From an optimization exercise on the open Yosys and OpenROAD flow, aimed at small area, a short achievable clock period and few clock cycles; shortcuts taken in it are not production practice. Function was checked by simulation only, so behaviour that the tests miss may differ from the original. Power figures rest on the tool's default switching activity, not on a simulated workload.

==> flow/config.mk <==
export PLATFORM = sky130hd
export DESIGN_NAME = sa_tile
export DESIGN_NICKNAME = sa_tile
export VERILOG_FILES = /design/flow/design.v
export SDC_FILE = /design/flow/constraint.sdc
export NUM_CORES = 4
export LEC_CHECK = 0
export CAP_MARGIN = 20
export CORE_MARGIN = 2
export CORE_UTILIZATION = 40
export SLEW_MARGIN = 20
==> flow/constraint.sdc <==
create_clock -name core_clock -period 9.0 [get_ports {clk}]
set_input_delay 1.8000 -clock core_clock [delete_from_list [all_inputs] [get_ports {clk}]]
set_output_delay 1.8000 -clock core_clock [all_outputs]
set_load 0.01 [all_outputs]
==> flow/design.v <==
package sa_pkg;
    typedef enum logic [1:0] {
        IDLE  = 2'd0,
        FEED  = 2'd1,
        FLUSH = 2'd2,
        DRAIN = 2'd3
    } sa_state_t;
    localparam int DEF_WIDTH = 8;
    localparam int DEF_ACC   = 32;
    localparam int DEF_N     = 4;
    localparam int DEF_KW    = 16;
endpackage
module sa_pe_clr (
    input  logic        clk,
    input  logic        job_go,
    input  logic        v,
    input  logic        init_lo15,
    input  logic [14:0] init_hi,
    input  logic [7:0]  a,
    input  logic [3:0]  neg,
    input  logic [3:0]  one,
    input  logic [3:0]  two,
    output logic [30:0] acc
);
    logic        first;         
    logic [15:0] lo;
    logic [14:0] hi;
    logic        cy;
    logic [15:0] lo_m;
    logic        nv;
    logic [3:0]  ns;
    logic [7:0]  pp0, pp1, pp2, pp3;
    logic [8:0]  ax;
    logic [16:0] x, y;
    logic [16:0] t;
    logic s1, c2, s3, c4, s5, c6, s7, c8, s9, c10, s11, c12, s13, c14, s15, c16, s17, c18, s19, c20, s21, c22, s23, c24, s25, c26, s27, c28, s29, c30, s31, c32, s33, c34, s35, c36, s37, c38, s39, c40, s41, c42, s43, c44, s45, c46, s47, c48, s49, c50, s51, c52, s53, c54, s55, c56, s57, c58, s59, c60, s61, c62, s63, c64, s65, c66, s67, c68, s69, c70, s71, c72, s73, c74, s75, c76, s77, c78, s79, c80;
    assign ax = {a, 1'b0};
    assign nv = ~v;
    assign lo_m = first ? {init_lo15, 15'd0} : lo;
    for (genvar m = 0; m < 8; m++) begin : g_pp
        assign pp0[m] = ((one[0] & ax[m+1]) | (two[0] & ax[m])) ^ neg[0];
        assign pp1[m] = ((one[1] & ax[m+1]) | (two[1] & ax[m])) ^ neg[1];
        assign pp2[m] = ((one[2] & ax[m+1]) | (two[2] & ax[m])) ^ neg[2];
        assign pp3[m] = ((one[3] & ax[m+1]) | (two[3] & ax[m])) ^ neg[3];
    end
    for (genvar k = 0; k < 4; k++) begin : g_ns
        assign ns[k] = ~(((one[k] | two[k]) & a[7]) ^ neg[k]);
    end
    assign s1 = pp0[4] ^ pp1[2];
    assign c2 = pp0[4] & pp1[2];
    assign s3 = pp0[5] ^ pp1[3];
    assign c4 = pp0[5] & pp1[3];
    assign s5 = pp0[6] ^ pp1[4] ^ pp2[2];
    assign c6 = (pp0[6] & pp1[4]) | (pp0[6] & pp2[2]) | (pp1[4] & pp2[2]);
    assign s7 = pp3[0] ^ neg[3];
    assign c8 = pp3[0] & neg[3];
    assign s9 = pp0[7] ^ pp1[5] ^ pp2[3];
    assign c10 = (pp0[7] & pp1[5]) | (pp0[7] & pp2[3]) | (pp1[5] & pp2[3]);
    assign s11 = pp3[1] ^ lo_m[7];
    assign c12 = pp3[1] & lo_m[7];
    assign s13 = ns[0] ^ pp1[6] ^ pp2[4];
    assign c14 = (ns[0] & pp1[6]) | (ns[0] & pp2[4]) | (pp1[6] & pp2[4]);
    assign s15 = pp3[2] ^ lo_m[8] ^ 1'b1;
    assign c16 = (pp3[2] & lo_m[8]) | (pp3[2] & 1'b1) | (lo_m[8] & 1'b1);
    assign s17 = pp1[7] ^ pp2[5] ^ pp3[3];
    assign c18 = (pp1[7] & pp2[5]) | (pp1[7] & pp3[3]) | (pp2[5] & pp3[3]);
    assign s19 = lo_m[9] ^ 1'b1;
    assign c20 = lo_m[9] & 1'b1;
    assign s21 = ns[1] ^ pp2[6] ^ pp3[4];
    assign c22 = (ns[1] & pp2[6]) | (ns[1] & pp3[4]) | (pp2[6] & pp3[4]);
    assign s23 = pp2[7] ^ pp3[5];
    assign c24 = pp2[7] & pp3[5];
    assign s25 = pp0[2] ^ pp1[0];
    assign c26 = pp0[2] & pp1[0];
    assign s27 = pp0[3] ^ pp1[1];
    assign c28 = pp0[3] & pp1[1];
    assign s29 = pp2[0] ^ neg[2] ^ lo_m[4];
    assign c30 = (pp2[0] & neg[2]) | (pp2[0] & lo_m[4]) | (neg[2] & lo_m[4]);
    assign s31 = c2 ^ pp2[1] ^ lo_m[5];
    assign c32 = (c2 & pp2[1]) | (c2 & lo_m[5]) | (pp2[1] & lo_m[5]);
    assign s33 = c4 ^ lo_m[6] ^ s5;
    assign c34 = (c4 & lo_m[6]) | (c4 & s5) | (lo_m[6] & s5);
    assign s35 = c6 ^ c8 ^ s9;
    assign c36 = (c6 & c8) | (c6 & s9) | (c8 & s9);
    assign s37 = c10 ^ c12 ^ s13;
    assign c38 = (c10 & c12) | (c10 & s13) | (c12 & s13);
    assign s39 = c14 ^ c16 ^ s17;
    assign c40 = (c14 & c16) | (c14 & s17) | (c16 & s17);
    assign s41 = c18 ^ c20 ^ lo_m[10];
    assign c42 = (c18 & c20) | (c18 & lo_m[10]) | (c20 & lo_m[10]);
    assign s43 = c22 ^ lo_m[11] ^ 1'b1;
    assign c44 = (c22 & lo_m[11]) | (c22 & 1'b1) | (lo_m[11] & 1'b1);
    assign s45 = c24 ^ ns[2] ^ pp3[6];
    assign c46 = (c24 & ns[2]) | (c24 & pp3[6]) | (ns[2] & pp3[6]);
    assign s47 = pp3[7] ^ lo_m[13];
    assign c48 = pp3[7] & lo_m[13];
    assign s49 = pp0[0] ^ neg[0];
    assign c50 = pp0[0] & neg[0];
    assign s51 = pp0[1] ^ lo_m[1];
    assign c52 = pp0[1] & lo_m[1];
    assign s53 = neg[1] ^ lo_m[2] ^ s25;
    assign c54 = (neg[1] & lo_m[2]) | (neg[1] & s25) | (lo_m[2] & s25);
    assign s55 = c26 ^ lo_m[3] ^ s27;
    assign c56 = (c26 & lo_m[3]) | (c26 & s27) | (lo_m[3] & s27);
    assign s57 = c28 ^ s1 ^ s29;
    assign c58 = (c28 & s1) | (c28 & s29) | (s1 & s29);
    assign s59 = c30 ^ s3 ^ s31;
    assign c60 = (c30 & s3) | (c30 & s31) | (s3 & s31);
    assign s61 = c32 ^ s7 ^ s33;
    assign c62 = (c32 & s7) | (c32 & s33) | (s7 & s33);
    assign s63 = c34 ^ s11 ^ s35;
    assign c64 = (c34 & s11) | (c34 & s35) | (s11 & s35);
    assign s65 = c36 ^ s15 ^ s37;
    assign c66 = (c36 & s15) | (c36 & s37) | (s15 & s37);
    assign s67 = c38 ^ s19 ^ s39;
    assign c68 = (c38 & s19) | (c38 & s39) | (s19 & s39);
    assign s69 = c40 ^ s21 ^ s41;
    assign c70 = (c40 & s21) | (c40 & s41) | (s21 & s41);
    assign s71 = c42 ^ s23 ^ s43;
    assign c72 = (c42 & s23) | (c42 & s43) | (s23 & s43);
    assign s73 = c44 ^ lo_m[12] ^ s45;
    assign c74 = (c44 & lo_m[12]) | (c44 & s45) | (lo_m[12] & s45);
    assign s75 = c46 ^ 1'b1 ^ s47;
    assign c76 = (c46 & 1'b1) | (c46 & s47) | (1'b1 & s47);
    assign s77 = c48 ^ ns[3] ^ lo_m[14];
    assign c78 = (c48 & ns[3]) | (c48 & lo_m[14]) | (ns[3] & lo_m[14]);
    assign s79 = lo_m[15] ^ nv;
    assign c80 = lo_m[15] & nv;
    assign x = {c80, c78, c76, c74, c72, c70, c68, c66, c64, c62, c60, c58, c56, c54, c52, c50, lo_m[0]};
    assign y = {nv, s79, s77, s75, s73, s71, s69, s67, s65, s63, s61, s59, s57, s55, s53, s51, s49};
    assign t = x + y;
    always_ff @(posedge clk) begin
        first <= job_go | (first & ~v);
        lo <= t[15:0];
        cy <= t[16];
        hi <= first ? init_hi : hi + {14'd0, cy};
    end
    assign acc = {hi, lo};
endmodule
module sa_tile (
    input  logic          clk,
    input  logic          rst_n,
    input  logic          start,
    input  logic [15:0]   k_len,
    input  logic          in_valid,
    output logic          in_ready,
    input  logic [31:0]   a_in,
    input  logic [31:0]   b_in,
    output logic          out_valid,
    input  logic          out_ready,
    output logic [1:0]    out_row,
    output logic [127:0]  out_data,
    output logic          busy,
    output logic          done
);
    logic        feed, wait1, wait2, drain;
    logic [15:0] rem;           
    logic        rem_is1;       
    logic        v0;            
    logic [3:0]  row_oh;
    logic [3:0]  sel [4];       
    logic [15:0] rem_m1;
    logic        fire, job_go, last_take;
    assign fire      = feed & in_valid;
    assign job_go    = ~busy & start & (k_len != 16'd0);
    assign last_take = drain & out_ready & row_oh[3];
    always_ff @(posedge clk or negedge rst_n) begin
        if (!rst_n) begin
            feed    <= 1'b0;
            wait1   <= 1'b0;
            wait2   <= 1'b0;
            drain   <= 1'b0;
            busy    <= 1'b0;
            done    <= 1'b0;
            rem     <= 16'd0;
            rem_is1 <= 1'b0;
            v0      <= 1'b0;
            row_oh  <= 4'b0001;
            out_row <= 2'd0;
        end else begin
            done   <= last_take;
            v0     <= fire;
            wait1  <= fire & rem_is1;
            wait2  <= wait1;
            if (job_go) begin
                feed    <= 1'b1;
                busy    <= 1'b1;
                rem     <= k_len;
                rem_is1 <= (k_len == 16'd1);
            end else if (fire) begin
                rem     <= rem_m1;
                rem_is1 <= (rem_m1 == 16'd1);
                if (rem_is1) feed <= 1'b0;
            end
            if (wait2) drain <= 1'b1;
            if (drain & out_ready) begin
                row_oh  <= {row_oh[2:0], row_oh[3]};
                out_row <= out_row + 2'd1;
                if (row_oh[3]) begin
                    drain <= 1'b0;
                    busy  <= 1'b0;
                end
            end
        end
    end
    assign rem_m1    = rem - 16'd1;
    always_ff @(posedge clk) begin
        for (int j = 0; j < 4; j++) begin
            if (job_go)                  sel[j] <= 4'b0001;
            else if (drain & out_ready)  sel[j] <= {sel[j][2:0], sel[j][3]};
        end
    end
    assign in_ready  = feed;
    assign out_valid = drain;
    logic [15:0] k_reg, nk;
    always_ff @(posedge clk) begin
        if (job_go) k_reg <= k_len;
    end
    assign nk = 16'd0 - k_reg;
    logic [31:0] a_r, a_rn;
    logic [3:0]  neg_r [4], one_r [4], two_r [4];
    logic [3:0]  neg_rn [4], one_rn [4], two_rn [4];
    always_ff @(posedge clk) begin
        a_r  <= a_in;
        a_rn <= ~a_in;
        for (int j = 0; j < 4; j++) begin
            for (int k = 0; k < 4; k++) begin
                logic b2, b1, b0, dn, d1, d2;
                b2 = b_in[8*j + 2*k + 1];
                b1 = b_in[8*j + 2*k];
                b0 = (k == 0) ? 1'b0 : b_in[8*j + 2*k - 1];
                dn = fire & b2;
                d1 = fire & (b1 ^ b0);
                d2 = fire & ((b2 & ~b1 & ~b0) | (~b2 & b1 & b0));
                neg_r[j][k]  <= dn;
                one_r[j][k]  <= d1;
                two_r[j][k]  <= d2;
                neg_rn[j][k] <= ~dn;
                one_rn[j][k] <= ~d1;
                two_rn[j][k] <= ~d2;
            end
        end
    end
    logic [30:0] acc [4][4];
    for (genvar i = 0; i < 4; i++) begin : g_row
        for (genvar j = 0; j < 4; j++) begin : g_col
            sa_pe_clr u_pe (
                .clk       (clk),
                .job_go    (job_go),
                .v         (v0),
                .init_lo15 (nk[0]),
                .init_hi   (nk[15:1]),
                .a         ((j < 2) ? a_r[8*i +: 8] : ~a_rn[8*i +: 8]),
                .neg       ((i < 2) ? neg_r[j] : ~neg_rn[j]),
                .one       ((i < 2) ? one_r[j] : ~one_rn[j]),
                .two       ((i < 2) ? two_r[j] : ~two_rn[j]),
                .acc       (acc[i][j])
            );
        end
    end
    always_comb begin
        for (int j = 0; j < 4; j++) begin
            logic [30:0] r;
            r = ({31{sel[j][0]}} & acc[0][j]) |
                ({31{sel[j][1]}} & acc[1][j]) |
                ({31{sel[j][2]}} & acc[2][j]) |
                ({31{sel[j][3]}} & acc[3][j]);
            out_data[32*j +: 32] = {r[30], r};
        end
    end
endmodule
==> flow/run.sh <==
#!/bin/bash
# synth_recipe.tcl (not shown) runs the flow's synth.tcl, then flattens the netlist and writes it again
# the make line also repeats each setting of config.mk as NAME=value (left out here)
make -C /OpenROAD-flow-scripts/flow DESIGN_CONFIG=/design/flow/config.mk WORK_HOME=/design/flow/orfs CLKGATE_MAP_FILE= SYNTH_SCRIPT=/design/flow/synth_recipe.tcl finish
==> results of run 1 <==
==> per-layer routing <==
metal | vias up | wire length, microns | GRT usage
li1 | 23240 | - | -
met1 | 24060 | 88170 | 0.3521
met2 | 1863 | 80390 | 0.3572
met3 | 286 | 14650 | 0.03452
met4 | 0 | 6598 | 0.08443
met5 | - | 0 | 0
==> per-stage QoR <==
stage / worst slack [ps] / hold WS, ps / util
2_1_floorplan: 4249 / 331.2 / -
3_3_place_gp: 4097 / 340.0 / 0.4286
3_5_place_dp: 4032 / 350.4 / 0.4286
4_1_cts: 3879 / 362.1 / 0.4503
5_1_grt: 3673 / 377.7 / 0.4503
6_report: 3843 / 359.1 / 0.4503
==> area by class of cell <==
cell class,count,area [sq um],share of cell area
clock inverter,42,666.9,0.009852
clock buffer,125,2600,0.03841
inverter,702,2635,0.03893
timing repair buffer,282,2663,0.03933
tap,2016,2522,0.03726
sequential,750,15330,0.2264
antenna,2,5.005,0.00007394
multi-input combinational,5064,41270,0.6097
==> logic make-up after synthesis <==
group,synth area share
simple gates,0.1172
xor+xnor,0.1511
mux,0.01030
flops,0.2523
buf+inv,0.07134
compound gates,0.1628
fa+ha+maj,0.2350
==> power groups by stage <==
stage                     logic, W  clock network, W  registers (W)
after floorplan             0.0150                 0        0.00571
after global placement      0.0188                 0        0.00641
after detailed placement    0.0191                 0        0.00641
after CTS                   0.0192           0.00414        0.00637
after global routing        0.0219           0.00426        0.00656
final                       0.0193           0.00408        0.00642
==> layout by cell type, fill, tap and decap left out, types with 64 or more instances in the layout <==
master           netlist  routed
xnor2_1              673     669
o22ai_1              336     336
fa_1                 400     400
ha_1                 501     501
xor2_1               371     363
buf_4                  5      64
dfxtp_1              704     703
a22oi_1              361     361
a21oi_1              343     343
nand3_1              130     130
inv_1                682     682
nor2b_1              183     183
nor3_1                64      64
a21o_1                77      77
nand2b_1              80      80
nor2_1               380     380
clkdlybuf4s50_1        0     218
clkbuf_16              0      95
o21ai_0              222     222
nand2_1              499     499
==> worst min-delay path by stage <==
| stage | from | end | slack, ps |
|---|---|---|---|
| after CTS | wait1 | wait2 | 360 |
| after global routing | wait1 | wait2 | 380 |
| after global placement | wait1 | wait2 | 340 |
| after floorplan | wait1 | wait2 | 330 |
| final | wait1 | wait2 | 360 |
| after detailed placement | wait1 | wait2 | 350 |
==> critical path: stages (launching register included) <==
cell	delay, ps
dfxtp_1	850
buf_4	380
a22oi_1	150
nand2_1	580
clkdlybuf4s50_1	670
==> summary.txt, run 1 <==
----------------------------------------------------
[Drt]
  Total wirelength of the detailed-routed design ... 189800 microns
  Via density per instance ... 5.505
  DRC ... 0
  Number of detailed-routing iterations run before antenna repair ... 6
  Post-route antenna net violation count ... 0
  Drt wl/cell ... 21.13 microns
  Total vias in the final route ... 49450
  Starting DRT DRC Count ... 4478

[Timing]
  Final TNS setup ... 0 ps
  Transition time at the pin with the least slew margin ... 1193 ps
  Hold violation total from the final report ... 0
  Worst slew margin relative to its limit ... 0.2031
  Clk_skew ... 37.62 ps
  Highest attainable clock frequency ... 193.9 MHz
  Setup repair after global routing missed its margin ... false
  Final worst path period need ... 5157 ps
  Final Slew Violations ... 0
  Final worst path period share ... 0.5730
  Final setup violation count ... 0

[Pwr]
  Leakage power total ... 29.50 nW
  PwrDens ... 440.4 mW/mm^2
  Proportion of power drawn by the clock network ... 0.137
  Total internal power ... 0.01624 W
  Share of total power in combinational logic ... 0.648
  Sequential share of power ... 0.215
  Total power consumption of the routed design ... 0.02981 W
  Switching share of power ... 0.4553
  Worst vdd rail ir drop ... 0.2213 mV
  Total net switching power ... 0.01357 W

[Placed design]
  Number of placed instances, taps included ... 8814
  Placed standard-cell area ... 0.06442 sq mm
  Weighted congestion at the end of routability-driven global placement ... 0.9233
  Number of buffers inserted by port buffering ... 218
  Detailed placement HPWL ... 145000 microns

[Logic synthesis]
  Main area contributors after synthesis ... dfxtp_1 (23%), fa_1 (13%), ha_1 (10%), xnor2_1 (9.7%), xor2_1 (5.3%)
  Most numerous cell in the Yosys netlist ... dfxtp_1
  Post-synth top area cell ... dfxtp_1
  Post-synthesis cell type count ... 78
  Net Count, Synth ... 7945
  Most used flip-flop cell after synthesis ... dfxtp_1
  Async set-or-reset flop fraction in the synthesized netlist ... 0.04000
  Netlist area before placement ... 0.06074 sq mm
  Warnings from Yosys ... 17
  Top cell types by occurrence after synthesis ... dfxtp_1 (704), inv_1 (682), xnor2_1 (673)
  EDFF count, synth ... 16
  Mapped Avg Cell Area ... 8.728 sq um
  Seq/Total Area, Yosys ... 0.2523
  Post-synth top area share ... 0.2320
  Synth Register Bits ... 750
  Post-synthesis cell count ... 6959

[Worst setup path]
  Launch point of the worst reg-to-reg path ... one_r[2][3]
  Last element of the critical path ... out_data[62]
  Start-to-end type of the worst setup path ... reg -> out
  R2R Setup Slk ... 3950 ps
  Data arrival time at the worst-slack endpoint ... 3360 ps
  Depth of the worst register-to-register path ... 15
  CP startpoint ... sel[1][3]
  FF-to-FF End ... g_row[0].g_col[2].u_pe.cy
  Endpoint required time on the critical path ... 7200 ps
  Setup crit end kind ... output port
  Largest fanout of any net on the critical path ... 18
  Startpoint type of the worst setup path ... register

[Final layout]
  Final Cell Area ... 0.06769 sq mm
  Largest registers ranked by flip-flop count ... g_row.g_col.u_pe.lo x256, g_row.g_col.u_pe.hi x240
  Final cell count without fillers ... 8983
  Nets ... 7879
  Register with the most flip-flops ... g_row.g_col.u_pe.lo
  Number of flip-flops in the largest register ... 256
  Fraction of layout instances using a drive strength above 1 ... 0.04752
  Layout overhead on the synthesized area ... 11.45%
  Number of fill cells in the layout ... 14650

[Global routing]
  First-pass GRT wire length ... 290300 microns
  Maximum number of pins on one net before global-route repair ... 48
  Global route total overflow ... 0
  Vias in the first global route ... 47840
  Initial antenna violation count ... 18
  Total global routing track utilization ... 0.2401

[Die]
  Die outline width ... 393.7 microns
  Std-Cell Rows ... 142
  Area of the die ... 0.1550 sq mm
  Starting density of the core ... 0.4041
  Core area ... 0.1503 sq mm
  I/O pin cnt ... 219
  DIE HEIGHT ... 393.7 microns

[Clock network]
  Clock Latency Late Sink ... 740 ps
  Number of buffers created by CTS ... 93
  Number of sinks driven by the clock tree ... 750
  Hold-fix buffers, CTS ... 0
  CTS tree ... done
  Root buffer cell ... clkbuf_16
  Level count of the clock H-tree ... 3
  Post-cts repair resize count ... 0
  CTS clock-pin slew for the worst setup and hold paths ... 60 ps
  Max clock buf depth ... 3
  Buffers inserted by post-CTS timing repair ... 0

[Hold path]
  Hold/Removal Path Class ... reg -> reg
  Hold Crit Depth ... 0

[Outcome]
  Result of the run ... timing/DRC/antenna clean

[Flow run]
  Max cap viols ... 0

----------------------------------------------------
Testbench counts, summed over its fixed seeds: cycles 17,359.
==> inputs of run 2 (changes only) <==
--- a/flow/design.v
+++ b/flow/design.v
@@ -31,8 +31,7 @@
     logic [3:0]  ns;
     logic [7:0]  pp0, pp1, pp2, pp3;
     logic [8:0]  ax;
-    logic [16:0] x, y;
-    logic [16:0] t;
+    logic [16:0] x, y, t;
     logic s1, c2, s3, c4, s5, c6, s7, c8, s9, c10, s11, c12, s13, c14, s15, c16, s17, c18, s19, c20, s21, c22, s23, c24, s25, c26, s27, c28, s29, c30, s31, c32, s33, c34, s35, c36, s37, c38, s39, c40, s41, c42, s43, c44, s45, c46, s47, c48, s49, c50, s51, c52, s53, c54, s55, c56, s57, c58, s59, c60, s61, c62, s63, c64, s65, c66, s67, c68, s69, c70, s71, c72, s73, c74, s75, c76, s77, c78, s79, c80;
     assign ax = {a, 1'b0};
     assign nv = ~v;
@@ -217,27 +216,21 @@
         if (job_go) k_reg <= k_len;
     end
     assign nk = 16'd0 - k_reg;
-    logic [31:0] a_r, a_rn;
-    logic [3:0]  neg_r [4], one_r [4], two_r [4];
-    logic [3:0]  neg_rn [4], one_rn [4], two_rn [4];
-    always_ff @(posedge clk) begin
-        a_r  <= a_in;
-        a_rn <= ~a_in;
+    logic [31:0] a_r;
+    logic [3:0]  neg_r [4];
+    logic [3:0]  one_r [4];
+    logic [3:0]  two_r [4];
+    always_ff @(posedge clk) begin
+        a_r <= fire ? a_in : 32'd0;
         for (int j = 0; j < 4; j++) begin
             for (int k = 0; k < 4; k++) begin
-                logic b2, b1, b0, dn, d1, d2;
+                logic b2, b1, b0;
                 b2 = b_in[8*j + 2*k + 1];
                 b1 = b_in[8*j + 2*k];
                 b0 = (k == 0) ? 1'b0 : b_in[8*j + 2*k - 1];
-                dn = fire & b2;
-                d1 = fire & (b1 ^ b0);
-                d2 = fire & ((b2 & ~b1 & ~b0) | (~b2 & b1 & b0));
-                neg_r[j][k]  <= dn;
-                one_r[j][k]  <= d1;
-                two_r[j][k]  <= d2;
-                neg_rn[j][k] <= ~dn;
-                one_rn[j][k] <= ~d1;
-                two_rn[j][k] <= ~d2;
+                neg_r[j][k] <= b2;
+                one_r[j][k] <= b1 ^ b0;
+                two_r[j][k] <= (b2 & ~b1 & ~b0) | (~b2 & b1 & b0);
             end
         end
     end
@@ -250,10 +243,10 @@
                 .v         (v0),
                 .init_lo15 (nk[0]),
                 .init_hi   (nk[15:1]),
-                .a         ((j < 2) ? a_r[8*i +: 8] : ~a_rn[8*i +: 8]),
-                .neg       ((i < 2) ? neg_r[j] : ~neg_rn[j]),
-                .one       ((i < 2) ? one_r[j] : ~one_rn[j]),
-                .two       ((i < 2) ? two_r[j] : ~two_rn[j]),
+                .a         (a_r[8*i +: 8]),
+                .neg       (neg_r[j]),
+                .one       (one_r[j]),
+                .two       (two_r[j]),
                 .acc       (acc[i][j])
             );
         end
==> summary.txt, run 2 <==
----------------------------------------------------
[Logic synthesis]
  Mapped Avg Cell Area ... 8.702 sq um (-0.30%)
  Netlist area before placement ... 0.05982 sq mm (-1.5%)
  Top cell types by occurrence after synthesis ... a22oi_1 (696), dfxtp_1 (624), inv_1 (594)
  Async set-or-reset flop fraction in the synthesized netlist ... 0.04478 (+0.004776)
  Main area contributors after synthesis ... dfxtp_1 (21%), fa_1 (13%), ha_1 (11%), a22oi_1 (8.7%), xnor2_1 (8.3%)
  EDFF count, synth ... 16 (unchanged)
  Post-synth top area share ... 0.2088 (-0.02322)
  Most numerous cell in the Yosys netlist ... a22oi_1
  Warnings from Yosys ... 11 (-6)
  Post-synthesis cell count ... 6875 (-1.2%)
  Synth Register Bits ... 670 (-11%)
  Post-synthesis cell type count ... 69 (-12%)
  Seq/Total Area, Yosys ... 0.2294 (-0.02291)
  Net Count, Synth ... 7866 (-0.99%)
  Post-synth top area cell ... dfxtp_1
  Most used flip-flop cell after synthesis ... dfxtp_1

[Worst setup path]
  Data arrival time at the worst-slack endpoint ... 5430 ps (+2070 ps)
  Delay of the slowest cell on the worst path ... 590 ps (-260 ps)
  Startpoint type of the worst setup path ... register
  Cell at the slowest stage of the critical path ... inv_2
  Largest fanout of any net on the critical path ... 21 (+3)
  Start-to-end type of the worst setup path ... reg -> reg
  Cell repeated most along the worst path ... inv_1
  Setup crit end kind ... register
  Buffer and inverter count on the worst path ... 6 (+4)
  Family with the most delay on the worst path ... adder cells
  Ordered cell list for the critical path ... buf_4 > inv_2 > xnor2_1 > fa_1 > inv_1 > fa_1 > inv_1 > fa_1 > inv_1 > ha_1 > inv_1 > o22ai_1 > a41oi_1 > o21ai_0 > or3_1 > a31oi_1 > xnor2_1
  Endpoint required time on the critical path ... 9650 ps (+2450 ps)

[Drt]
  Drt wl/cell ... 20.14 microns (-4.7%)
  DRC ... 0 (unchanged)
  Total wirelength of the detailed-routed design ... 177900 microns (-6.3%)
  Starting DRT DRC Count ... 3912 (-13%)
  Via density per instance ... 5.508 (about the same)
  Post-route antenna net violation count ... 0 (unchanged)
  Number of detailed-routing iterations run before antenna repair ... 6 (unchanged)
  Total vias in the final route ... 48650 (-1.6%)

[Clock network]
  CTS clock-pin slew for the worst setup and hold paths ... 60 ps (about the same)
  Clock Latency Late Sink ... 720 ps (-20 ps)
  Hold-fix buffers, CTS ... 0 (unchanged)
  Post-cts repair resize count ... 0 (unchanged)
  Level count of the clock H-tree ... 3 (unchanged)
  Buffers inserted by post-CTS timing repair ... 0 (unchanged)
  Max clock buf depth ... 3 (unchanged)
  Root buffer cell ... clkbuf_16
  Number of sinks driven by the clock tree ... 670 (-11%)
  Number of buffers created by CTS ... 85 (-8.6%)
  CTS tree ... done

[Die]
  Die outline width ... 390.7 microns (-0.75%)
  Starting density of the core ... 0.4037 (-0.0004075)
  DIE HEIGHT ... 390.7 microns (-0.75%)
  I/O pin cnt ... 219 (unchanged)
  Area of the die ... 0.1527 sq mm (-1.5%)
  Std-Cell Rows ... 141 (-0.70%)
  Core area ... 0.1482 sq mm (-1.4%)

[Pwr]
  Share of total power in combinational logic ... 0.688 (+0.040)
  Switching share of power ... 0.4657 (+0.01041)
  Leakage power total ... 28.76 nW (-2.5%)
  Total power consumption of the routed design ... 0.03039 W (+1.9%)
  Proportion of power drawn by the clock network ... 0.121 (-0.016)
  Total internal power ... 0.01624 W (about the same)
  Worst vdd rail ir drop ... 0.2553 mV (+15%)
  Total net switching power ... 0.01415 W (+4.3%)
  Sequential share of power ... 0.190 (-0.025)
  PwrDens ... 456.1 mW/mm^2 (+3.6%)

[Global routing]
  First-pass GRT wire length ... 279200 microns (-3.8%)
  Maximum number of pins on one net before global-route repair ... 70 (+46%)
  Total global routing track utilization ... 0.2310 (-0.009101)
  Global route total overflow ... 0 (unchanged)
  Vias in the first global route ... 47630 (-0.44%)
  Initial antenna violation count ... 1 (-17)

[Outcome]
  Result of the run ... timing/DRC/antenna clean

[Placed design]
  Number of buffers inserted by port buffering ... 218 (unchanged)
  Weighted congestion at the end of routability-driven global placement ... 0.8915 (-3.4%)
  Detailed placement HPWL ... 125600 microns (-13%)
  Placed standard-cell area ... 0.06365 sq mm (-1.2%)

[Final layout]
  Nets ... 7825 (-0.69%)
  Final Cell Area ... 0.06663 sq mm (-1.6%)
  Top library cells by usage in the layout, fill and taps aside ... a22oi_1 (696), dfxtp_1 (599), inv_1 (594), xnor2_1 (565), ha_1 (506)
  Layout overhead on the synthesized area ... 11.38% (about the same)
  Number of inserted diodes ... 0 (-2)
  Number of flip-flops in the largest register ... 256 (unchanged)
  Largest registers ranked by flip-flop count ... g_row.g_col.u_pe.lo x256, g_row.g_col.u_pe.hi x240, a_r x32
  Leading cell type in the layout, fill and taps excluded ... a22oi_1
  Register with the most flip-flops ... g_row.g_col.u_pe.lo
  Layout Utilization ... 0.4496 (-0.0007260)
  Fraction of layout instances using a drive strength above 1 ... 0.05186 (+0.004338)

[Timing]
  Final worst path period share ... 0.5314 (-0.04162)
  Clk_skew ... 35.50 ps (-2.119 ps)
  Final TNS setup ... 0 ps (unchanged)
  Final Slew Violations ... 0 (unchanged)
  Worst slew margin relative to its limit ... 0.2717 (+0.06858)
  Hold violation total from the final report ... 0 (unchanged)
  Setup repair after global routing missed its margin ... false
  Transition time at the pin with the least slew margin ... 1092 ps (-101.0 ps)
  Final setup violation count ... 0 (unchanged)
  Highest attainable clock frequency ... 209.1 MHz (+7.8%)
  Final worst path period need ... 4783 ps (-374.6 ps)

[Hold path]
  Hold/Removal Path Class ... reg -> reg

[Flow run]
  Max cap viols ... 0 (unchanged)

----------------------------------------------------
## run 2: cell count changes after synthesis, sizes merged, moves of 42 or more
| cell | previous run | this run |
|---|---|---|
| a21o | 77 | 134 |
| a21oi | 343 | 266 |
| a22oi | 361 | 696 |
| and3 | 35 | 108 |
| dfxtp | 704 | 624 |
| inv | 692 | 599 |
| nand2b | 81 | 123 |
| nor2 | 380 | 311 |
| o21ai | 224 | 321 |
| o22ai | 336 | 2 |
| xnor2 | 674 | 569 |
| xor2 | 372 | 459 |
## run 2: power by group through the flow
stage                     sequential [W]  clock [W]  combinational, W
after floorplan                  0.00536          0            0.0161
after global placement           0.00580          0            0.0203
after detailed placement         0.00583          0            0.0206
after CTS                        0.00578    0.00378            0.0208
after global routing             0.00594    0.00389            0.0237
final                            0.00578    0.00369            0.0209
## run 2: cell type report
| class | instances | area [sq um] |
|---|---|---|
| Fill cell | 14300 | 81560 |
| Inverter | 600 | 2252 |
| Clock buffer | 112 | 2379 |
| Timing Repair Buffer | 337 | 3075 |
| Sequential cell | 670 | 13760 |
| Clock inverter | 44 | 605.6 |
| Tap cell | 1930 | 2415 |
| Multi-Input combinational cell | 5140 | 42150 |
## run 2: logic make-up (layout without fill, tap and decap cells)
family,count (synthesis),after routing,synth area share
compound gates,1601,1601,0.1770
simple gates,1537,1537,0.1240
fa+ha+maj,906,906,0.2397
xor+xnor,1028,1028,0.1506
buf+inv,1065,1093,0.06718
mux,68,68,0.01207
flops,670,670,0.2294
## run 2: worst paths after layout
kind,start,to,cells after the start,slack (ps)
max in group asynchronous,rst_n,row_oh[0],2,7160
hold / removal,wait1,wait2,0,350
setup / recovery,neg_r[0][1],g_row[1].g_col[0].u_pe.lo[15],17,4220
setup reg to reg,neg_r[0][1],g_row[1].g_col[0].u_pe.lo[15],17,4220
min in group asynchronous,rst_n,done,2,1490
hold reg to reg,wait1,wait2,0,350
## run 2: layer usage
| layer | share of wire | vias up | track usage |
|---|---|---|---|
| met3 | 0.073 | 229 | 0.04324 |
| met5 | 0 | - | 0 |
| met2 | 0.44 | 1663 | 0.3599 |
| met4 | 0.025 | 0 | 0.06058 |
| met1 | 0.46 | 23530 | 0.3265 |
| li1 | - | 23220 | - |
## run 2: worst register-to-register path, stage by stage, from the launching register on
cell and delay (ps):
dfxtp_1 300, buf_4 250, inv_2 600, xnor2_1 210, fa_1 530, inv_1 50
fa_1 530, inv_1 50, fa_1 530, inv_1 40, ha_1 340, inv_1 80
o22ai_1 80, a41oi_1 240, o21ai_0 180, or3_1 380, a31oi_1 210, xnor2_1 130
## run 2: metrics by stage
| stage | instances | hold slack, ps | setup WS [ps] |
|---|---|---|---|
| global route | 8833 | 352.3 | 3940 |
| global placement | 8677 | 336.2 | 4242 |
| floorplan | 6875 | 331.2 | 4446 |
| finish | 8833 | 347.0 | 4217 |
| detailed placement | 8677 | 334.7 | 4247 |
| CTS | 8833 | 348.1 | 4230 |
Testbench counts of run 2, summed over its fixed seeds: cycles 17,359.
==> inputs of run 3 (changes only) <==
--- a/flow/config.mk
+++ b/flow/config.mk
@@ -8,4 +8,5 @@
 export CAP_MARGIN = 20
 export CORE_MARGIN = 2
 export CORE_UTILIZATION = 40
+export SETUP_SLACK_MARGIN = 5
 export SLEW_MARGIN = 20
==> summary.txt, run 3 <==
----------------------------------------------------
[Worst setup path]
  Startpoint type of the worst setup path ... register
  Start-to-end type of the worst setup path ... reg -> reg
  Setup crit end kind ... register
  Largest fanout of any net on the critical path ... 7 (-67%)
  Endpoint required time on the critical path ... 9610 ps (-40 ps)
  Data arrival time at the worst-slack endpoint ... 4760 ps (-670 ps)

[Timing]
  Worst slew margin relative to its limit ... 0.3064 (+0.03474)
  Setup ws final ... 4848 ps (+631.1 ps)
  Setup repair after global routing missed its margin ... true
  Final worst path period share ... 0.4613 (-0.07012)
  Final setup violation count ... 0 (unchanged)
  Transition time at the pin with the least slew margin ... 1040 ps (-52.11 ps)
  Highest attainable clock frequency ... 240.9 MHz (+15%)
  Final worst path period need ... 4152 ps (-631.1 ps)
  Clk_skew ... 50.87 ps (+15.37 ps)
  Final TNS setup ... 0 ps (unchanged)
  Final Slew Violations ... 0 (unchanged)
  Hold violation total from the final report ... 0 (unchanged)

[Clock network]
  Clock Latency Late Sink ... 740 ps (+20 ps)
  Hold-fix buffers, CTS ... 0 (unchanged)
  Number of buffers created by CTS ... 83 (-2.4%)
  Root buffer cell ... clkbuf_16
  Number of sinks driven by the clock tree ... 670 (unchanged)
  CTS tree ... done
  Level count of the clock H-tree ... 3 (unchanged)
  CTS clock-pin slew for the worst setup and hold paths ... 60 ps (about the same)
  Max clock buf depth ... 3 (unchanged)

[Final layout]
  Final cell count without fillers ... 9147 (+3.6%)
  Register with the most flip-flops ... g_row.g_col.u_pe.lo
  Fraction of layout instances using a drive strength above 1 ... 0.1874 (+0.1355)
  Number of flip-flops in the largest register ... 256 (unchanged)
  Nets ... 8140 (+4.0%)
  Layout overhead on the synthesized area ... 27.45%
  Largest registers ranked by flip-flop count ... g_row.g_col.u_pe.lo x256, g_row.g_col.u_pe.hi x240, a_r x32
  Leading cell type in the layout, fill and taps excluded ... inv_1
  Number of fill cells in the layout ... 13240 (-7.4%)
  Top library cells by usage in the layout, fill and taps aside ... inv_1 (566), xnor2_1 (546), dfxtp_1 (537), a22oi_1 (469), nand2_1 (464)

[Logic synthesis]
  Warnings from Yosys ... 11 (unchanged)
  Simple-gate portion of the synthesized area ... 0.1240 (unchanged)
  Post-synthesis cell type count ... 69 (unchanged)
  Post-synthesis cell count ... 6875 (unchanged)
  Adder and majority cell fraction of the synthesized area ... 0.2397 (unchanged)
  Synth Register Bits ... 670 (unchanged)
  EDFF count, synth ... 16 (unchanged)
  Dominant combinational cell family by area after synthesis ... adder cells
  Area share of xor/xnor cells in the synthesized design ... 0.1506 (unchanged)
  Share of the synthesized area in compound gates (AO/OA/AOI/OAI) ... 0.1770 (unchanged)
  Main area contributors after synthesis ... dfxtp_1 (21%), fa_1 (13%), ha_1 (11%), a22oi_1 (8.7%), xnor2_1 (8.3%)
  Mapped Avg Cell Area ... 8.702 sq um (unchanged)
  Multiplexer share of the synthesized area ... 0.01207 (unchanged)
  Netlist area before placement ... 0.05982 sq mm (unchanged)
  Post-synth top area share ... 0.2088 (unchanged)
  Post-synth top area cell ... dfxtp_1
  Async set-or-reset flop fraction in the synthesized netlist ... 0.04478 (unchanged)
  Seq/Total Area, Yosys ... 0.2294 (unchanged)
  Most used flip-flop cell after synthesis ... dfxtp_1
  Net Count, Synth ... 7866 (unchanged)
  Most numerous cell in the Yosys netlist ... a22oi_1
  Top cell types by occurrence after synthesis ... a22oi_1 (696), dfxtp_1 (624), inv_1 (594)

[Drt]
  Post-route antenna net violation count ... 0 (unchanged)
  DRC ... 0 (unchanged)
  Number of detailed-routing iterations run before antenna repair ... 8 (+2)
  Via density per instance ... 5.772 (+4.8%)
  Drt wl/cell ... 24.24 microns (+20%)
  Total wirelength of the detailed-routed design ... 221700 microns (+25%)
  Starting DRT DRC Count ... 4954 (+27%)
  Total vias in the final route ... 52800 (+8.5%)

[Global routing]
  First-pass GRT wire length ... 322300 microns (+15%)
  Total global routing track utilization ... 0.2756 (+0.04461)
  Vias in the first global route ... 51800 (+8.8%)
  Initial antenna violation count ... 9 (+8)
  Global route total overflow ... 0 (unchanged)
  Maximum number of pins on one net before global-route repair ... 70 (unchanged)

[Outcome]
  Result of the run ... timing/DRC/antenna clean

[Die]
  I/O pin cnt ... 219 (unchanged)
  Core area ... 0.1482 sq mm (unchanged)
  Die outline width ... 390.7 microns (unchanged)
  Std-Cell Rows ... 141 (unchanged)
  Area of the die ... 0.1527 sq mm (unchanged)
  Starting density of the core ... 0.4037 (unchanged)
  DIE HEIGHT ... 390.7 microns (unchanged)

[Hold path]
  Hold/Removal Path Class ... reg -> reg

[Placed design]
  Worst setup slack after placement ... 4000 ps (-247.0 ps)
  Number of placed instances, taps included ... 8679 (+0.023%)
  Detailed placement HPWL ... 129700 microns (+3.3%)
  Number of buffers inserted by port buffering ... 218 (unchanged)
  Weighted congestion at the end of routability-driven global placement ... 0.9175 (+2.9%)

[Pwr]
  Leakage power total ... 32.45 nW (+13%)
  Worst vdd rail ir drop ... 0.2799 mV (+9.6%)
  Total power consumption of the routed design ... 0.03707 W (+22%)
  PwrDens ... 486.2 mW/mm^2 (+6.6%)

[Flow run]
  Max cap viols ... 0 (unchanged)

----------------------------------------------------
run 3: worst max-delay path, stage by stage (launching register included):
cell,delay [ps]
dfxtp_4,370
buf_12,150
buf_12,120
a22oi_2,180
xor2_1,110
fa_1,530
inv_1,50
fa_1,490
inv_2,40
fa_1,520
inv_2,50
ha_4,260
a21oi_2,120
o21ai_1,80
a21oi_1,190
o21ai_2,110
or3_4,410
a31oi_4,180
xnor2_1,80
run 3: path summary, 6_finish.rpt:
kind / from / to / slack, ps / cells after the start
max in group asynchronous: rst_n / row_oh[0] / 7200 / 2
min: wait1 / wait2 / 350 / 0
min in group asynchronous: rst_n / out_row[0] / 1470 / 2
max: a_r[11] / g_row[1].g_col[0].u_pe.lo[15] / 4850 / 18
max reg2reg: a_r[11] / g_row[1].g_col[0].u_pe.lo[15] / 4850 / 18
min reg2reg: wait1 / wait2 / 350 / 0
run 3: power by group:
part	switching (W)	internal (W)	total, W
Clock	0.00151	0.00199	0.00350
Combinational	0.0145	0.0132	0.0276
Sequential	0.00127	0.00465	0.00593
Total	0.0172	0.0198	0.0371
run 3: what timing repair did:
action                                  CTS  global route
endpoints found under the setup margin  265           148
setup buffers                           137           114
gates cloned                             50            14
pin swaps                               196           375
gates resized for setup                 726           565
run 3: routing by layer:
layer	routed length [microns]	GRT usage	vias up	share of wire
li1	-	-	23910	-
met1	91520	0.3707	25790	0.41
met2	94660	0.4210	2502	0.43
met5	0	0	-	0
met3	22370	0.06045	593	0.10
met4	13200	0.1252	0	0.060
run 3: final cells by class:
type | instances | area [sq um] | share of cell area
Clock buffer | 114 | 2313 | 0.03034
Clock inverter | 37 | 476.7 | 0.006252
Multi-Input combinational cell | 5140 | 46130 | 0.6050
Timing Repair Buffer | 654 | 8640 | 0.1133
Tap cell | 1930 | 2415 | 0.03167
Antenna cell | 2 | 5.005 | 0.00006564
Sequential cell | 670 | 13980 | 0.1834
Inverter | 600 | 2285 | 0.02997
run 3: cells by family after synthesis:
kind of cell,after synthesis
XOR/XNOR,1028
flip-flops,670
buffers and inverters,1065
AO/OA/AOI/OAI,1601
multiplexers,68
AND/OR/NAND/NOR,1537
adder cells (fa/ha/maj),906
run 3: through the flow:
step / hold slack (ps) / instance area, sq um / utilization
2_1_floorplan: 331.2 / 59960 / -
3_3_place_gp: 334.8 / 63690 / 0.4298
3_5_place_dp: 343.2 / 63690 / 0.4298
4_1_cts: 358.9 / 72350 / 0.4882
5_1_grt: 366.2 / 76240 / 0.5145
6_report: 355.0 / 76240 / 0.5145
==> inputs of run 4 (changes only) <==
--- a/flow/config.mk
+++ b/flow/config.mk
@@ -8,5 +8,5 @@
 export CAP_MARGIN = 20
 export CORE_MARGIN = 2
 export CORE_UTILIZATION = 40
-export SETUP_SLACK_MARGIN = 5
+export SETUP_SLACK_MARGIN = 4
 export SLEW_MARGIN = 20
==> summary.txt, run 4 <==
----------------------------------------------------
[Timing]
  Worst slew margin relative to its limit ... 0.2711 (-0.03538)
  Final worst path period need ... 4735 ps (+583.8 ps)
  Final TNS setup ... 0 ps (unchanged)
  Setup repair after global routing missed its margin ... false
  Transition time at the pin with the least slew margin ... 1093 ps (+53.07 ps)
  Final setup violation count ... 0 (unchanged)
  Highest attainable clock frequency ... 211.2 MHz (-12%)
  Hold violation total from the final report ... 0 (unchanged)
  Final worst path period share ... 0.5262 (+0.06487)
  Clk_skew ... 35.09 ps (-15.77 ps)
  Final Slew Violations ... 0 (unchanged)

[Logic synthesis]
  Net Count, Synth ... 7866 (unchanged)
  Top cell types by occurrence after synthesis ... a22oi_1 (696), dfxtp_1 (624), inv_1 (594)
  Netlist area before placement ... 0.05982 sq mm (unchanged)
  EDFF count, synth ... 16 (unchanged)
  Post-synthesis cell type count ... 69 (unchanged)
  Post-synth top area share ... 0.2088 (unchanged)
  Async set-or-reset flop fraction in the synthesized netlist ... 0.04478 (unchanged)
  Main area contributors after synthesis ... dfxtp_1 (21%), fa_1 (13%), ha_1 (11%), a22oi_1 (8.7%), xnor2_1 (8.3%)
  Most used flip-flop cell after synthesis ... dfxtp_1
  Synth Register Bits ... 670 (unchanged)
  Warnings from Yosys ... 11 (unchanged)
  Post-synth top area cell ... dfxtp_1
  Most numerous cell in the Yosys netlist ... a22oi_1
  Mapped Avg Cell Area ... 8.702 sq um (unchanged)
  Seq/Total Area, Yosys ... 0.2294 (unchanged)
  Post-synthesis cell count ... 6875 (unchanged)

[Die]
  I/O pin cnt ... 219 (unchanged)
  DIE HEIGHT ... 390.7 microns (unchanged)
  Core area ... 0.1482 sq mm (unchanged)
  Std-Cell Rows ... 141 (unchanged)
  Area of the die ... 0.1527 sq mm (unchanged)
  Die outline width ... 390.7 microns (unchanged)
  Starting density of the core ... 0.4037 (unchanged)

[Final layout]
  Leading cell type in the layout, fill and taps excluded ... a22oi_1
  Largest registers ranked by flip-flop count ... g_row.g_col.u_pe.lo x256, g_row.g_col.u_pe.hi x240, a_r x32
  Top library cells by usage in the layout, fill and taps aside ... a22oi_1 (696), dfxtp_1 (599), inv_1 (594), xnor2_1 (565), ha_1 (506)
  Layout overhead on the synthesized area ... 11.38%
  Fraction of layout instances using a drive strength above 1 ... 0.05186 (-0.1355)
  Register with the most flip-flops ... g_row.g_col.u_pe.lo
  Number of flip-flops in the largest register ... 256 (unchanged)
  Number of inserted diodes ... 0 (-2)
  Nets ... 7825 (-3.9%)

[Worst setup path]
  Data arrival time at the worst-slack endpoint ... 5380 ps (+620 ps)
  Ordered cell list for the critical path ... buf_4 > inv_2 > xnor2_1 > fa_1 > inv_1 > fa_1 > fa_1 > ha_1 > o21ai_0 > a21oi_1 > o31ai_1 > a31oi_1 > nor4_1 > nor3_1 > xor2_1
  Delay of the slowest cell on the worst path ... 530 ps (about the same)
  Startpoint type of the worst setup path ... register
  Largest fanout of any net on the critical path ... 23 (+16)
  Endpoint required time on the critical path ... 9640 ps (+30 ps)
  Cell repeated most along the worst path ... fa_1
  Cell at the slowest stage of the critical path ... fa_1
  Buffer and inverter count on the worst path ... 3 (-2)
  Family with the most delay on the worst path ... adder cells
  Setup crit end kind ... register
  Start-to-end type of the worst setup path ... reg -> reg

[Clock network]
  Max clock buf depth ... 3 (unchanged)
  Buffers inserted by post-CTS timing repair ... 0 (-100%)
  Level count of the clock H-tree ... 3 (unchanged)
  CTS tree ... done
  Clock Latency Late Sink ... 720 ps (-20 ps)
  Number of buffers created by CTS ... 85 (+2.4%)
  Hold-fix buffers, CTS ... 0 (unchanged)
  Number of sinks driven by the clock tree ... 670 (unchanged)
  Root buffer cell ... clkbuf_16
  CTS clock-pin slew for the worst setup and hold paths ... 60 ps (about the same)

[Drt]
  Total vias in the final route ... 48670 (-7.8%)
  Via density per instance ... 5.510 (-4.6%)
  Total wirelength of the detailed-routed design ... 177800 microns (-20%)
  Drt wl/cell ... 20.13 microns (-17%)
  Starting DRT DRC Count ... 3912 (-21%)
  Post-route antenna net violation count ... 0 (unchanged)
  DRC ... 0 (unchanged)
  Number of detailed-routing iterations run before antenna repair ... 6 (-2)

[Global routing]
  Global route total overflow ... 0 (unchanged)
  Total global routing track utilization ... 0.2310 (-0.04461)
  Vias in the first global route ... 47630 (-8.1%)
  Maximum number of pins on one net before global-route repair ... 70 (unchanged)
  First-pass GRT wire length ... 279200 microns (-13%)
  Initial antenna violation count ... 1 (-8)

[Placed design]
  Weighted congestion at the end of routability-driven global placement ... 0.8915 (-2.8%)
  Detailed placement HPWL ... 125600 microns (-3.2%)
  Number of buffers inserted by port buffering ... 218 (unchanged)

[Flow run]
  Max cap viols ... 0 (unchanged)

[Pwr]
  Total power consumption of the routed design ... 0.03039 W (-18%)
  PwrDens ... 456.0 mW/mm^2 (-6.2%)
  Worst vdd rail ir drop ... 0.2553 mV (-8.8%)
  Leakage power total ... 28.76 nW (-11%)

[Outcome]
  Result of the run ... timing/DRC/antenna clean

[Hold path]
  Hold/Removal Path Class ... reg -> reg

----------------------------------------------------
-- run 4: changes by cell type in the layout (fill, tap and decap cells not counted), moves of 62 or more --
cell	before	now
clkdlybuf4s50_1	114	218
dfxtp_1	537	599
dlygate4sd2_1	70	0
buf_12	116	0
buf_4	197	119
a22oi_2	227	0
ha_4	77	0
a22oi_1	469	696
ha_1	422	506
-- run 4: area by class of cell --
| class | instances | area, sq um |
|---|---|---|
| clock inverter | 44 | 605.6 |
| sequential | 670 | 13760 |
| fill | 14300 | 81560 |
| multi-input combinational | 5140 | 42150 |
| inverter | 600 | 2255 |
| tap | 1930 | 2415 |
| timing repair buffer | 337 | 3075 |
| clock buffer | 112 | 2379 |
-- run 4: logic make-up after synthesis --
family	after synthesis	synth area share
xor+xnor	1028	0.1506
simple gates	1537	0.1240
buf+inv	1065	0.06718
flops	670	0.2294
mux	68	0.01207
compound gates	1601	0.1770
fa+ha+maj	906	0.2397
-- run 4: stage by stage --
step	cell area (sq um)	hold slack (ps)	cells	util	worst slack, ps
4_1_cts	66630	348.1	8833	0.4496	4230
3_3_place_gp	63650	336.2	8677	0.4295	4242
6_report	66630	347.0	8833	0.4496	4265
2_1_floorplan	59820	331.2	6875	-	4446
5_1_grt	66630	352.3	8833	0.4496	4016
3_5_place_dp	63650	334.7	8677	0.4295	4247
-- run 4: path summary, 6_finish.rpt --
path / startpoint / end / slack, ps / cells after the start
setup reg to reg: neg_r[2][1] / g_row[2].g_col[2].u_pe.cy / 4260 / 15
setup / recovery: neg_r[2][1] / g_row[2].g_col[2].u_pe.cy / 4260 / 15
min in group asynchronous: rst_n / done / 1490 / 2
hold reg to reg: wait1 / wait2 / 350 / 0
max in group asynchronous: rst_n / row_oh[0] / 7160 / 2
hold / removal: wait1 / wait2 / 350 / 0
-- run 4: repair_timing --
action,in CTS,in global routing
resized for setup,0,2
endpoints found under the setup margin,0,2
endpoints found under the hold margin,0,0
-- run 4: power by group --
part / internal, W / switching, W
sequential: 0.00465 / 0.00113
clock: 0.00215 / 0.00154
combinational: 0.00944 / 0.0115
-- run 4: per-layer routing --
metal | up-vias | track usage | part of all wire
met5 | - | 0 | 0
li1 | 23230 | - | -
met2 | 1687 | 0.3599 | 0.44
met4 | 0 | 0.06058 | 0.025
met3 | 233 | 0.04324 | 0.073
met1 | 23520 | 0.3265 | 0.46
==> inputs of run 5 (changes only) <==
--- a/flow/config.mk
+++ b/flow/config.mk
@@ -7,6 +7,6 @@
 export LEC_CHECK = 0
 export CAP_MARGIN = 20
 export CORE_MARGIN = 2
-export CORE_UTILIZATION = 40
-export SETUP_SLACK_MARGIN = 4
+export CORE_UTILIZATION = 55
+export SETUP_SLACK_MARGIN = 4.5
 export SLEW_MARGIN = 20
==> summary.txt, run 5 <==
----------------------------------------------------
[Outcome]
  Result of the run ... timing/DRC/antenna clean

[Worst setup path]
  Count of cell instances traversed by the critical path ... 4 (-11)
  FF-to-FF End ... g_row[1].g_col[0].u_pe.lo[15]
  Endpoint required time on the critical path ... 7200 ps (-2440 ps)
  Ordered cell list for the critical path ... buf_4 > a22oi_1 > nand2_1 > clkdlybuf4s50_1
  Data arrival time at the worst-slack endpoint ... 2640 ps (-2740 ps)
  Delay of the slowest cell on the worst path ... 620 ps (+90 ps)
  Last element of the critical path ... out_data[47]
  Cell at the slowest stage of the critical path ... clkdlybuf4s50_1
  Start-to-end type of the worst setup path ... reg -> out
  Largest fanout of any net on the critical path ... 33 (+43%)
  CP startpoint ... sel[1][1]
  Startpoint type of the worst setup path ... register
  Depth of the worst register-to-register path ... 17 (+2)
  Family with the most delay on the worst path ... buffers and inverters
  Setup crit end kind ... output port
  R2R Setup Slk ... 4590 ps (+330 ps)
  Launch point of the worst reg-to-reg path ... a_r[9]
  Buffer and inverter count on the worst path ... 2 (-1)

[Die]
  Area of the die ... 0.1114 sq mm (-27%)
  Std-Cell Rows ... 120 (-15%)
  Starting density of the core ... 0.5565 (+0.1528)
  DIE HEIGHT ... 333.8 microns (-15%)
  Die outline width ... 333.8 microns (-15%)
  Core area ... 0.1075 sq mm (-27%)
  I/O pin cnt ... 219 (unchanged)

[Timing]
  Worst slew margin relative to its limit ... 0.2647 (-0.006385)
  Hold violation total from the final report ... 0 (unchanged)
  Setup repair after global routing missed its margin ... true
  Final worst path period share ... 0.4938 (-0.03235)
  Clk_skew ... 31.98 ps (-3.114 ps)
  Final worst path period need ... 4444 ps (-291.1 ps)
  Final setup violation count ... 0 (unchanged)
  Transition time at the pin with the least slew margin ... 1102 ps (+8.650 ps)
  Final Slew Violations ... 0 (unchanged)
  Final TNS setup ... 0 ps (unchanged)
  Highest attainable clock frequency ... 225.0 MHz (+6.6%)

[Clock network]
  Root buffer cell ... clkbuf_16
  Max clock buf depth ... 3 (unchanged)
  Number of buffers created by CTS ... 83 (-2.4%)
  Number of sinks driven by the clock tree ... 670 (unchanged)
  Clock Latency Late Sink ... 690 ps (-30 ps)
  Hold-fix buffers, CTS ... 0 (unchanged)
  CTS clock-pin slew for the worst setup and hold paths ... 60 ps (about the same)
  CTS tree ... done
  Level count of the clock H-tree ... 3 (unchanged)

[Drt]
  Via density per instance ... 5.874 (+6.6%)
  Total wirelength of the detailed-routed design ... 176800 microns (-0.58%)
  Total vias in the final route ... 48730 (+0.14%)
  DRC ... 0 (unchanged)
  Post-route antenna net violation count ... 0 (unchanged)
  Number of detailed-routing iterations run before antenna repair ... 7 (+1)
  Starting DRT DRC Count ... 3868 (-1.1%)
  Drt wl/cell ... 21.31 microns (+5.8%)

[Final layout]
  Top library cells by usage in the layout, fill and taps aside ... a22oi_1 (693), inv_1 (594), dfxtp_1 (587), xnor2_1 (564), ha_1 (506)
  Leading cell type in the layout, fill and taps excluded ... a22oi_1
  Number of fill cells in the layout ... 9440 (-34%)
  Largest registers ranked by flip-flop count ... g_row.g_col.u_pe.lo x256, g_row.g_col.u_pe.hi x240, a_r x32
  Number of flip-flops in the largest register ... 256 (unchanged)
  Layout overhead on the synthesized area ... 11.04%
  Nets ... 7826 (+0.013%)
  Combined area of the multi-input logic cells ... 0.04229 sq mm (+0.33%)
  Register with the most flip-flops ... g_row.g_col.u_pe.lo
  Area taken by flip-flops and latches ... 0.01379 sq mm (+0.25%)
  Fraction of layout instances using a drive strength above 1 ... 0.05295 (+0.001091)

[Logic synthesis]
  Post-synth top area share ... 0.2088 (unchanged)
  Most numerous cell in the Yosys netlist ... a22oi_1
  EDFF count, synth ... 16 (unchanged)
  Post-synthesis cell type count ... 69 (unchanged)
  Most used flip-flop cell after synthesis ... dfxtp_1
  Netlist area before placement ... 0.05982 sq mm (unchanged)
  Top cell types by occurrence after synthesis ... a22oi_1 (696), dfxtp_1 (624), inv_1 (594)
  Main area contributors after synthesis ... dfxtp_1 (21%), fa_1 (13%), ha_1 (11%), a22oi_1 (8.7%), xnor2_1 (8.3%)
  Seq/Total Area, Yosys ... 0.2294 (unchanged)
  Synth Register Bits ... 670 (unchanged)
  Async set-or-reset flop fraction in the synthesized netlist ... 0.04478 (unchanged)
  Post-synth top area cell ... dfxtp_1
  Post-synthesis cell count ... 6875 (unchanged)
  Net Count, Synth ... 7866 (unchanged)
  Warnings from Yosys ... 11 (unchanged)
  Mapped Avg Cell Area ... 8.702 sq um (unchanged)

[Pwr]
  Worst vdd rail ir drop ... 0.3083 mV (+21%)
  PwrDens ... 453.6 mW/mm^2 (-0.54%)
  Leakage power total ... 28.85 nW (+0.30%)
  Switching share of power ... 0.4675 (+0.001839)
  Sequential share of power ... 0.194 (+0.004)
  Total internal power ... 0.01605 W (-1.2%)
  Total net switching power ... 0.01408 W (-0.45%)
  Total power consumption of the routed design ... 0.03013 W (-0.85%)
  Share of total power in combinational logic ... 0.695 (+0.007)
  Proportion of power drawn by the clock network ... 0.111 (-0.010)

[Global routing]
  Initial antenna violation count ... 2 (+1)
  Total global routing track utilization ... 0.3141 (+0.08309)
  Vias in the first global route ... 48340 (+1.5%)
  Global route total overflow ... 0 (unchanged)
  Maximum number of pins on one net before global-route repair ... 58 (-17%)
  First-pass GRT wire length ... 277900 microns (-0.48%)

[Placed design]
  Weighted congestion at the end of routability-driven global placement ... 0.8855 (-0.67%)
  Detailed placement HPWL ... 122300 microns (-2.7%)
  Number of buffers inserted by port buffering ... 218 (unchanged)

[Hold path]
  Hold/Removal Path Class ... reg -> reg

[Flow run]
  Max cap viols ... 0 (unchanged)

----------------------------------------------------
run 5: area by class of cell:
cell class,count,area share
antenna,1,0.00003767
clock buffer,122,0.03590
clock inverter,21,0.004370
inverter,600,0.03421
multi-input combinational,5140,0.6366
sequential,670,0.2076
tap,1403,0.02643
timing repair buffer,340,0.05485
run 5: worst min-delay path by stage:
stage          startpoint     to  slack (ps)  cells past startpoint
6_report            wait1  wait2         370                      0
3_5_place_dp        wait1  wait2         360                      0
4_1_cts             wait1  wait2         370                      0
3_3_place_gp        wait1  wait2         350                      0
2_1_floorplan       wait1  wait2         330                      0
5_1_grt             wait1  wait2         380                      0
run 5: cell families (layout without fill, tap and decap cells):
logic type	count (synthesis)	count (layout)	share of synthesized area
buffers and inverters	1065	1083	0.06718
adder cells (fa/ha/maj)	906	906	0.2397
XOR/XNOR	1028	1028	0.1506
flip-flops	670	670	0.2294
multiplexers	68	68	0.01207
AND/OR/NAND/NOR	1537	1537	0.1240
AO/OA/AOI/OAI	1601	1601	0.1770
other	0	1	0
run 5: power groups by stage:
stage / Sequential, W / Combinational (W) / Clock (W)
after CTS: 0.00582 / 0.0207 / 0.00342
after floorplan: 0.00536 / 0.0161 / 0
after global placement: 0.00586 / 0.0202 / 0
final: 0.00585 / 0.0209 / 0.00336
after global routing: 0.00600 / 0.0237 / 0.00354
after detailed placement: 0.00587 / 0.0205 / 0
run 5: what timing repair did:
item,in CTS,in global routing
buffers inserted,0,6
pin swaps,0,3
endpoints found under the setup margin,36,44
gates resized for setup,27,156
hold endpoints to repair,0,0
gates cloned,0,2
run 5: through the flow:
step / util / cell area (sq um) / setup WS, ps / hold slack, ps / instances
4_1_cts: 0.6117 / 65760 / 4378 / 368.7 / 8287
5_1_grt: 0.6179 / 66420 / 4387 / 383.0 / 8296
2_1_floorplan: - / 59820 / 4538 / 331.2 / 6875
3_3_place_gp: 0.5858 / 62970 / 4266 / 346.9 / 8144
6_report: 0.6179 / 66430 / 4556 / 370.6 / 8297
3_5_place_dp: 0.5860 / 63000 / 4129 / 361.3 / 8144
run 5: layer usage:
metal | track usage | share of wire
met5 | 0 | 0
met4 | 0.1045 | 0.034
met3 | 0.05033 | 0.071
met2 | 0.5052 | 0.45
met1 | 0.4303 | 0.44
==> inputs of run 6 (changes only) <==
--- a/flow/config.mk
+++ b/flow/config.mk
@@ -7,6 +7,7 @@
 export LEC_CHECK = 0
 export CAP_MARGIN = 20
 export CORE_MARGIN = 2
-export CORE_UTILIZATION = 55
-export SETUP_SLACK_MARGIN = 4.5
+export CORE_UTILIZATION = 65
+export PLACE_DENSITY = 0.72
+export SETUP_SLACK_MARGIN = 5
 export SLEW_MARGIN = 20
==> summary.txt, run 6 <==
----------------------------------------------------
[Final layout]
  Register with the most flip-flops ... g_row.g_col.u_pe.lo
  Largest registers ranked by flip-flop count ... g_row.g_col.u_pe.lo x256, g_row.g_col.u_pe.hi x240, a_r x32
  Leading cell type in the layout, fill and taps excluded ... inv_1
  Final cell count without fillers ... 8318 (+0.25%)
  Fraction of layout instances using a drive strength above 1 ... 0.1574 (+0.1045)
  Layout overhead on the synthesized area ... 22.90%
  Nets ... 8055 (+2.9%)
  Number of flip-flops in the largest register ... 256 (unchanged)
  Layout Utilization ... 0.8046 (+0.1867)
  Top library cells by usage in the layout, fill and taps aside ... inv_1 (573), xnor2_1 (548), dfxtp_1 (545), a22oi_1 (512), nand2_1 (492)

[Drt]
  Total vias in the final route ... 54910 (+13%)
  Post-route antenna net violation count ... 0 (unchanged)
  Via density per instance ... 6.601 (+12%)
  Number of detailed-routing iterations run before antenna repair ... 9 (+2)
  Drt wl/cell ... 26.61 microns (+25%)
  Total wirelength of the detailed-routed design ... 221400 microns (+25%)
  Starting DRT DRC Count ... 6888 (+78%)
  DRC ... 0 (unchanged)

[Logic synthesis]
  Synth Register Bits ... 670 (unchanged)
  EDFF count, synth ... 16 (unchanged)
  Post-synth top area cell ... dfxtp_1
  Post-synthesis cell count ... 6875 (unchanged)
  Post-synth top area share ... 0.2088 (unchanged)
  Post-synthesis cell type count ... 69 (unchanged)
  Warnings from Yosys ... 11 (unchanged)
  Most used flip-flop cell after synthesis ... dfxtp_1
  Mapped Avg Cell Area ... 8.702 sq um (unchanged)
  Seq/Total Area, Yosys ... 0.2294 (unchanged)
  Net Count, Synth ... 7866 (unchanged)
  Netlist area before placement ... 0.05982 sq mm (unchanged)
  Main area contributors after synthesis ... dfxtp_1 (21%), fa_1 (13%), ha_1 (11%), a22oi_1 (8.7%), xnor2_1 (8.3%)
  Most numerous cell in the Yosys netlist ... a22oi_1
  Async set-or-reset flop fraction in the synthesized netlist ... 0.04478 (unchanged)
  Top cell types by occurrence after synthesis ... a22oi_1 (696), dfxtp_1 (624), inv_1 (594)

[Die]
  Area of the die ... 0.09448 sq mm (-15%)
  DIE HEIGHT ... 307.4 microns (-7.9%)
  Std-Cell Rows ... 111 (-7.5%)
  Starting density of the core ... 0.6546 (+0.09815)
  I/O pin cnt ... 219 (unchanged)
  Die outline width ... 307.4 microns (-7.9%)
  Core area ... 0.09139 sq mm (-15%)

[Clock network]
  Number of buffers created by CTS ... 81 (-2.4%)
  Level count of the clock H-tree ... 3 (unchanged)
  CTS tree ... done
  Hold-fix buffers, CTS ... 0 (unchanged)
  Max clock buf depth ... 3 (unchanged)
  Number of sinks driven by the clock tree ... 670 (unchanged)
  Root buffer cell ... clkbuf_16
  CTS clock-pin slew for the worst setup and hold paths ... 70 ps (about the same)
  Clock Latency Late Sink ... 720 ps (+30 ps)

[Worst setup path]
  Setup crit end kind ... register
  Start-to-end type of the worst setup path ... reg -> reg
  Buffer and inverter count on the worst path ... 4 (+2)
  Startpoint type of the worst setup path ... register
  Family with the most delay on the worst path ... adder cells
  Largest fanout of any net on the critical path ... 10 (-70%)
  Delay of the slowest cell on the worst path ... 510 ps (-110 ps)
  Cell at the slowest stage of the critical path ... fa_1
  Data arrival time at the worst-slack endpoint ... 4970 ps (+2330 ps)
  Endpoint required time on the critical path ... 9630 ps (+2430 ps)
  Ordered cell list for the critical path ... buf_12 > buf_12 > buf_12 > a22oi_2 > xnor2_2 > fa_1 > fa_1 > inv_1 > fa_1 > ha_4 > nand3_2 > a21oi_2 > o31ai_4 > a31oi_4 > nor4_2 > nor3_2 > xor2_1

[Placed design]
  Number of placed instances, taps included ... 7937 (-2.5%)
  Number of buffers inserted by port buffering ... 218 (unchanged)
  Weighted congestion at the end of routability-driven global placement ... 0.9173 (+3.6%)
  Detailed placement HPWL ... 118500 microns (-3.1%)

[Timing]
  Final worst path period need ... 4341 ps (-103.2 ps)
  Hold violation total from the final report ... 0 (unchanged)
  Highest attainable clock frequency ... 230.4 MHz (+2.4%)
  Setup repair after global routing missed its margin ... true
  Final worst path period share ... 0.4824 (-0.01146)
  Final TNS setup ... 0 ps (unchanged)
  Transition time at the pin with the least slew margin ... 1132 ps (+30.01 ps)
  Final setup violation count ... 0 (unchanged)
  Worst-case hold slack ... 353.8 ps (-16.80 ps)
  Clk_skew ... 40.25 ps (+8.270 ps)
  Final Slew Violations ... 0 (unchanged)
  Worst slew margin relative to its limit ... 0.2447 (-0.02002)

[Pwr]
  Total internal power ... 0.01921 W (+20%)
  Total net switching power ... 0.01716 W (+22%)
  Sequential share of power ... 0.163 (-0.031)
  Switching share of power ... 0.4718 (+0.004322)
  Worst vdd rail ir drop ... 0.3613 mV (+17%)
  Share of total power in combinational logic ... 0.739 (+0.044)
  Proportion of power drawn by the clock network ... 0.098 (-0.013)
  PwrDens ... 494.6 mW/mm^2 (+9.0%)
  Leakage power total ... 31.36 nW (+8.7%)

[Global routing]
  Initial antenna violation count ... 12 (+10)
  Total global routing track utilization ... 0.4007 (+0.08664)
  First-pass GRT wire length ... 294700 microns (+6.1%)
  Vias in the first global route ... 51240 (+6.0%)
  Global route total overflow ... 0 (unchanged)
  Maximum number of pins on one net before global-route repair ... 70 (+21%)

[Flow run]
  Max cap viols ... 0 (unchanged)

[Hold path]
  Hold/Removal Path Class ... reg -> reg

[Outcome]
  Result of the run ... timing/DRC/antenna clean

----------------------------------------------------
run 6: cell counts after synthesis:
No cell type changed its count.
run 6: power groups by stage:
stage	logic, W	registers [W]	clock network [W]
floorplan	0.0162	0.00536	0
global placement	0.0201	0.00581	0
detailed placement	0.0205	0.00584	0
CTS	0.0222	0.00584	0.00354
global route	0.0291	0.00605	0.00367
finish	0.0269	0.00594	0.00355
run 6: cell families after synthesis:
kind of cell | synth area share
AOI/OAI and AO/OA | 0.1770
adders and majority gates | 0.2397
buffers and inverters | 0.06718
DFF | 0.2294
and+or+nand+nor | 0.1240
muxes | 0.01207
xor gates and xnor gates | 0.1506
run 6: cell type report:
type	instances	area [sq um]
Antenna cell	4	10.01
Clock buffer	100	2262
Clock inverter	47	571.8
Fill cell	5756	17860
Inverter	600	2282
Multi-Input combinational cell	5140	45300
Sequential cell	670	13960
Tap cell	1186	1484
Timing Repair Buffer	571	7656
run 6: layer usage:
| metal | GRT usage | part of all wire | vias up | routed length, microns |
|---|---|---|---|---|
| li1 | - | - | 23720 | - |
| met1 | 0.5114 | 0.35 | 26310 | 77930 |
| met2 | 0.6318 | 0.43 | 3622 | 94770 |
| met3 | 0.09256 | 0.14 | 1249 | 30120 |
| met4 | 0.2144 | 0.084 | 8 | 18500 |
| met5 | 0 | 0.00026 | - | 58 |
run 6: final timing paths:
| check | from | endpoint | slack [ps] | depth (start not counted) |
|---|---|---|---|---|
| max in group asynchronous | rst_n | row_oh[0] | 7170 | 2 |
| worst max register to register | a_r[4] | g_row[0].g_col[0].u_pe.lo[14] | 4660 | 17 |
| worst min register to register | wait1 | wait2 | 350 | 0 |
| worst min-delay path | wait1 | wait2 | 350 | 0 |
| worst max-delay path | a_r[4] | g_row[0].g_col[0].u_pe.lo[14] | 4660 | 17 |
| min in group asynchronous | rst_n | busy | 1500 | 2 |
run 6: stage by stage:
step	worst slack (ps)	instance area (sq um)	total power (W)
after floorplan	4904	59960	0.02153
after global routing	4617	73520	0.03882
after detailed placement	4248	62770	0.02635
after global placement	4277	62760	0.02587
after CTS	4921	69010	0.03162
final	4659	73520	0.03637
run 6: what timing repair did:
| action | 4_1_cts | 5_1_grt |
|---|---|---|
| endpoints found under the setup margin | 246 | 147 |
| resized for setup | 427 | 563 |
| cloned | 33 | 40 |
| buffers inserted | 41 | 116 |
| pin swaps | 71 | 262 |

Re-timed with assumed drivers on the ports (clkbuf_16 on the clock, buf_2 on other inputs), run 6 has 4.659 ns of setup slack against 4.659 ns with ideal ports, and 4.557 ns once port delays also move by the mid clock arrival of 0.772 ns.
